Source: an optimization exercise on an open RTL-to-GDS flow (aim: small area and a short achievable clock period). Production flows keep margins and buffers that such runs may drop. RTL that was checked went through simulation tests only; none was proved equivalent to the original. Power is estimated from default activity; no workload was simulated.

==> flow/design.v <==
module wb_regfile #(
    parameter int XLEN = 32,
    parameter int NREG = 32
) (
    input  logic                    clk,
    input  logic                    rst,
    input  logic [3:0]              wb_in_wb,
    input  logic [XLEN-1:0]         wb_in_data_in,
    input  logic [XLEN-1:0]         wb_in_alu_result,
    input  logic [$clog2(NREG)-1:0] wb_in_rd_addr,
    input  logic [$clog2(NREG)-1:0] rs1_addr,
    input  logic [$clog2(NREG)-1:0] rs2_addr,
    output logic [XLEN-1:0]         rs1_data,
    output logic [XLEN-1:0]         rs2_data,
    output logic                    fwd_en,
    output logic [$clog2(NREG)-1:0] fwd_addr,
    output logic [XLEN-1:0]         fwd_data,
    output logic [$clog2(NREG)-1:0] last_wr_addr,
    output logic [XLEN-1:0]         last_wr_data,
    output logic [31:0]             retired
);
    localparam int AW = $clog2(NREG);
    logic reg_write;
    logic mem_to_reg;
    logic valid;
    logic we;
    logic [XLEN-1:0] wdata;
    logic [XLEN-1:0] wdata_r;      
    logic [NREG-1:1] wen;          
    logic [NREG-1:1] ld;           
    logic [NREG-1:1] sel1, sel2;   
    logic            hit1, hit2;   
    logic [XLEN*NREG-1:XLEN] regs_q;
    logic [AW-1:0]   last_wr_addr_q;
    logic [XLEN-1:0] last_wr_data_q;
    logic [31:0]     retired_q;
    assign reg_write  = wb_in_wb[0];
    assign mem_to_reg = wb_in_wb[1];
    assign valid      = wb_in_wb[2];
    assign wdata   = mem_to_reg ? wb_in_data_in : wb_in_alu_result;
    assign wdata_r = wdata & {XLEN{rst}};
    assign we      = reg_write & (wb_in_rd_addr != '0) & rst;
    assign fwd_en   = we;
    assign fwd_addr = wb_in_rd_addr;
    assign fwd_data = wdata;
    logic       rd_nz;
    logic [1:0] rd_z;
    logic       nrw;           
    wb_regfile_nor  #(.W(3)) u_rdz0 (.a(wb_in_rd_addr[2:0]), .y(rd_z[0]));
    wb_regfile_nor  #(.W(2)) u_rdz1 (.a(wb_in_rd_addr[4:3]), .y(rd_z[1]));
    wb_regfile_nand #(.W(2)) u_rdnz (.a(rd_z), .y(rd_nz));
    assign nrw = ~(reg_write & rst);
    wb_regfile_hit u_hit1 (.a(rs1_addr), .rd(wb_in_rd_addr), .nrw(nrw), .rd_nz(rd_nz), .hit(hit1));
    wb_regfile_hit u_hit2 (.a(rs2_addr), .rd(wb_in_rd_addr), .nrw(nrw), .rd_nz(rd_nz), .hit(hit2));
    logic       nwe;           
    logic [3:0] nw_lo, n1_lo, n2_lo;
    logic [7:0] nw_hi, n1_hi, n2_hi;
    assign nwe = ~(reg_write & rst);
    wb_regfile_predec u_dec_w (.a(wb_in_rd_addr), .n_lo(nw_lo), .n_hi(nw_hi));
    wb_regfile_predec u_dec_1 (.a(rs1_addr),      .n_lo(n1_lo), .n_hi(n1_hi));
    wb_regfile_predec u_dec_2 (.a(rs2_addr),      .n_lo(n2_lo), .n_hi(n2_hi));
    for (genvar i = 1; i < NREG; i++) begin : g_reg
        wb_regfile_nor #(.W(3)) u_wen  (.a({nw_lo[i%4], nw_hi[i/4], nwe}),    .y(wen[i]));
        wb_regfile_nor #(.W(3)) u_sel1 (.a({n1_lo[i%4], n1_hi[i/4], wen[i]}), .y(sel1[i]));
        wb_regfile_nor #(.W(3)) u_sel2 (.a({n2_lo[i%4], n2_hi[i/4], wen[i]}), .y(sel2[i]));
        assign ld[i] = wen[i] | ~rst;
        always_ff @(posedge clk) begin
            if (ld[i]) regs_q[XLEN*i +: XLEN] <= wdata_r;
        end
    end
    for (genvar b = 0; b < XLEN; b++) begin : g_rd
        logic [NREG-1:0] col;
        assign col[0] = wdata[b];
        for (genvar i = 1; i < NREG; i++) begin : g_col
            assign col[i] = regs_q[XLEN*i + b];
        end
        wb_regfile_andor #(.N(NREG)) u_rd1 (.d(col), .s({sel1, hit1}), .y(rs1_data[b]));
        wb_regfile_andor #(.N(NREG)) u_rd2 (.d(col), .s({sel2, hit2}), .y(rs2_data[b]));
    end
    always_ff @(posedge clk) begin
        if (!rst) begin
            last_wr_addr_q <= '0;
            last_wr_data_q <= '0;
            retired_q      <= '0;
        end else begin
            if (we) begin
                last_wr_addr_q <= wb_in_rd_addr;
                last_wr_data_q <= wdata;
            end
            if (valid) begin
                retired_q <= retired_q + 32'd1;
            end
        end
    end
    assign last_wr_addr = last_wr_addr_q;
    assign last_wr_data = last_wr_data_q;
    assign retired      = retired_q;
endmodule
module wb_regfile_andor #(
    parameter int N = 32
) (
    input  logic [N-1:0] d,
    input  logic [N-1:0] s,
    output logic         y
);
    logic [3:0]  h;
    logic [1:0]  k;
    for (genvar j = 0; j < 4; j++) begin : g_or8
        wb_regfile_andor8 u_or8 (.d(d[8*j +: 8]), .s(s[8*j +: 8]), .y(h[j]));
    end
    for (genvar j = 0; j < 2; j++) begin : g_nor
        wb_regfile_nor #(.W(2)) u_nor (.a(h[2*j +: 2]), .y(k[j]));
    end
    wb_regfile_nand #(.W(2)) u_out (.a(k), .y(y));
endmodule
module wb_regfile_andor8 (
    input  logic [7:0] d,
    input  logic [7:0] s,
    output logic       y
);
    assign y = |(d & s);
endmodule
module wb_regfile_hit (
    input  logic [4:0] a,
    input  logic [4:0] rd,
    input  logic       nrw,
    input  logic       rd_nz,
    output logic       hit
);
    logic [4:0] x;
    logic [1:0] t;
    for (genvar b = 0; b < 5; b++) begin : g_x
        wb_regfile_xor u_x (.a(a[b]), .b(rd[b]), .y(x[b]));
    end
    wb_regfile_nor #(.W(3)) u_t0 (.a(x[2:0]), .y(t[0]));
    wb_regfile_nor #(.W(3)) u_t1 (.a({x[4:3], nrw}), .y(t[1]));
    wb_regfile_and #(.W(3)) u_hit (.a({t, rd_nz}), .y(hit));
endmodule
module wb_regfile_xor (
    input  logic a,
    input  logic b,
    output logic y
);
    assign y = a ^ b;
endmodule
module wb_regfile_and #(
    parameter int W = 2
) (
    input  logic [W-1:0] a,
    output logic         y
);
    assign y = &a;
endmodule
module wb_regfile_predec (
    input  logic [4:0] a,
    output logic [3:0] n_lo,
    output logic [7:0] n_hi
);
    logic [4:0] na;
    for (genvar b = 0; b < 5; b++) begin : g_inv
        wb_regfile_nand #(.W(1)) u_inv (.a(a[b]), .y(na[b]));
    end
    for (genvar j = 0; j < 4; j++) begin : g_lo
        wb_regfile_nand #(.W(2)) u_lo (
            .a({j[1] ? a[1] : na[1], j[0] ? a[0] : na[0]}), .y(n_lo[j]));
    end
    for (genvar k = 0; k < 8; k++) begin : g_hi
        wb_regfile_nand #(.W(3)) u_hi (
            .a({k[2] ? a[4] : na[4], k[1] ? a[3] : na[3], k[0] ? a[2] : na[2]}), .y(n_hi[k]));
    end
endmodule
module wb_regfile_aoi #(
    parameter int W = 2
) (
    input  logic [W-1:0] d,
    input  logic [W-1:0] s,
    output logic         y
);
    assign y = ~|(d & s);
endmodule
module wb_regfile_nand #(
    parameter int W = 2
) (
    input  logic [W-1:0] a,
    output logic         y
);
    assign y = ~&a;
endmodule
module wb_regfile_nor #(
    parameter int W = 2
) (
    input  logic [W-1:0] a,
    output logic         y
);
    assign y = ~|a;
endmodule
clock: 10.0 ns
lec_check: 0
cap_margin: 20
core_margin: 2
core_utilization: 45
cts_buf_list: sky130_fd_sc_hd__clkbuf_8
place_density: 0.62
setup_slack_margin: 4.0
slew_margin: 20
synth_hierarchical: 1
standard.sh (not shown) runs the stock make flow with config.mk's settings and CLKGATE_MAP_FILE= SYNTH_SCRIPT=/design/flow/synth_recipe.tcl, a recipe that flattens the netlist after the stock synthesis.
==> flow/flow/run.sh <==
#!/bin/bash
# The standard layout (the standard.sh: ORFS synthesis through finish), with
# plain buf_2 cells as the port buffers and a clock tree of larger sink clusters
# without dummy loads. Each tool's output goes to standard.log.
set -euo pipefail
bash standard.sh \
  "BUFFER_PORTS_ARGS=-buffer_cell sky130_fd_sc_hd__buf_2" \
  "CTS_ARGS=-sink_clustering_enable -repair_clock_nets -buf_list sky130_fd_sc_hd__clkbuf_8 -sink_clustering_size 12 -sink_clustering_max_diameter 50 -dont_use_dummy_load" \
  finish > standard.log 2>&1
The starting point went through all stages and came out clean.
Next try:
--- a/flow/config.mk
+++ b/flow/config.mk
@@ -12,3 +12,3 @@
 export PLACE_DENSITY = 0.62
-export SETUP_SLACK_MARGIN = 4.0
+export SETUP_SLACK_MARGIN = 3.7
 export SLEW_MARGIN = 20
Synthesized area stays the same.
Power goes down by a few percent.
Hold slack is about the same.
Setup slack is worse by 0.028 ns.
Sequential power hardly moves.
Via count drops by a few percent.
Cell count decreases by a few percent.
Next try:
--- a/flow/config.mk
+++ b/flow/config.mk
@@ -12,3 +12,3 @@
 export PLACE_DENSITY = 0.62
-export SETUP_SLACK_MARGIN = 3.7
+export SETUP_SLACK_MARGIN = 3.4
 export SLEW_MARGIN = 20
After rerunning:
- power drops slightly
- first-iteration DRC count is higher by a quarter to a third
- routed wire length goes up slightly
- worst setup slack is worse by 0.26 ns
- die area stays the same
Next try:
--- a/flow/config.mk
+++ b/flow/config.mk
@@ -12,3 +12,3 @@
 export PLACE_DENSITY = 0.62
-export SETUP_SLACK_MARGIN = 3.4
+export SETUP_SLACK_MARGIN = 4.5
 export SLEW_MARGIN = 20
Wire length grows by about 6%.
Total power goes up by 2.6%.
Cell area went up by about 9%.
Global-route usage is higher by 1.2 points.
Core utilization is higher by 4.8 points.
Setup slack is better by 0.30 ns.
Synthesized cell count stays the same.
Die area stays the same.
Clock-buffer cell count grows by 1.
Synthesized area does not change.
Worst hold slack is about the same.


Another version of the RTL of wb_regfile (not shown whole).
For scale: about 4100 cells after synthesis, ~1100 flip-flops, ~260 I/O pins, about 0.044 mm² of cells after synthesis.
clock: 10.0 ns
lec_check: 0
cap_margin: 20
core_margin: 2
core_utilization: 52
cts_buf_list: sky130_fd_sc_hd__clkbuf_8
place_density: 0.7
setup_slack_margin: 4.5
slew_margin: 20
synth_hierarchical: 1
==> flow/flow/run.sh <==
#!/bin/bash
# The standard layout (the standard.sh: ORFS synthesis through finish), with
# plain buf_1 cells as the port buffers and a clock tree of larger sink clusters
# without dummy loads. Each tool's output goes to standard.log.
set -euo pipefail
bash standard.sh \
  "BUFFER_PORTS_ARGS=-buffer_cell sky130_fd_sc_hd__buf_1" \
  "CTS_ARGS=-sink_clustering_enable -repair_clock_nets -buf_list sky130_fd_sc_hd__clkbuf_8 -sink_clustering_size 16 -sink_clustering_max_diameter 50 -dont_use_dummy_load" \
  finish > standard.log 2>&1
Rerun with:
--- a/flow/config.mk
+++ b/flow/config.mk
@@ -10 +10 @@
-export CORE_UTILIZATION = 52
+export CORE_UTILIZATION = 45
@@ -12 +12 @@
-export PLACE_DENSITY = 0.7
+export PLACE_DENSITY = 0.62
=> Final area climbs by 1.5%; core utilization drops by 8.0 points; total power came out higher by 1.2%; routed wire length increases by 4.4%; fmax grows by 6.5%; worst setup slack improved by 0.41 ns; combinational power grows by about 3%; register-to-register slack improved by 0.05 ns; sequential power is about the same; synthesized area stays the same.
No functional check of the RTL was part of any run of this note.

==> re-timing with driven ports <==
The results above use ideal ports. As a check the final layouts listed here were re-extracted and re-timed, cells and wires unchanged.
Step 1, drivers: a clkbuf_16 drives clk and a buf_2 each remaining input, both assumed.
Step 2 moves the port delays by t, midway between the first and last clock arrival at a register: inputs arrive t later, outputs are due t later. That takes back most of the time a late clock gives input paths.
a / b / c = no drivers / after step 1 / after step 2; a / b = the first two.
run	shift t [ns]	setup WS [ns]	worst slew at a driven data input, ns	pins driven straight from the clock port
the first run of note 1	0.814	3.702 / 3.500 / 3.500	0.33	1
the second run of note 1	0.807	3.674 / 3.560 / 3.560	0.27	1
the third run of note 1	0.835	3.412 / 3.393 / 3.393	0.30	1
the fourth run of note 1	0.811	3.715 / 3.625 / 3.625	0.22	1
the first run of note 2	0.851	3.277 / 3.187 / 3.187	0.21	1
the second run of note 2	0.865	3.687 / 3.534 / 3.534	0.24	1
After both steps every run listed still meets setup and hold. The setup slack of the first run of note 1, which loses most, moves by -0.202 ns with the drivers and by -0.202 ns with both steps.
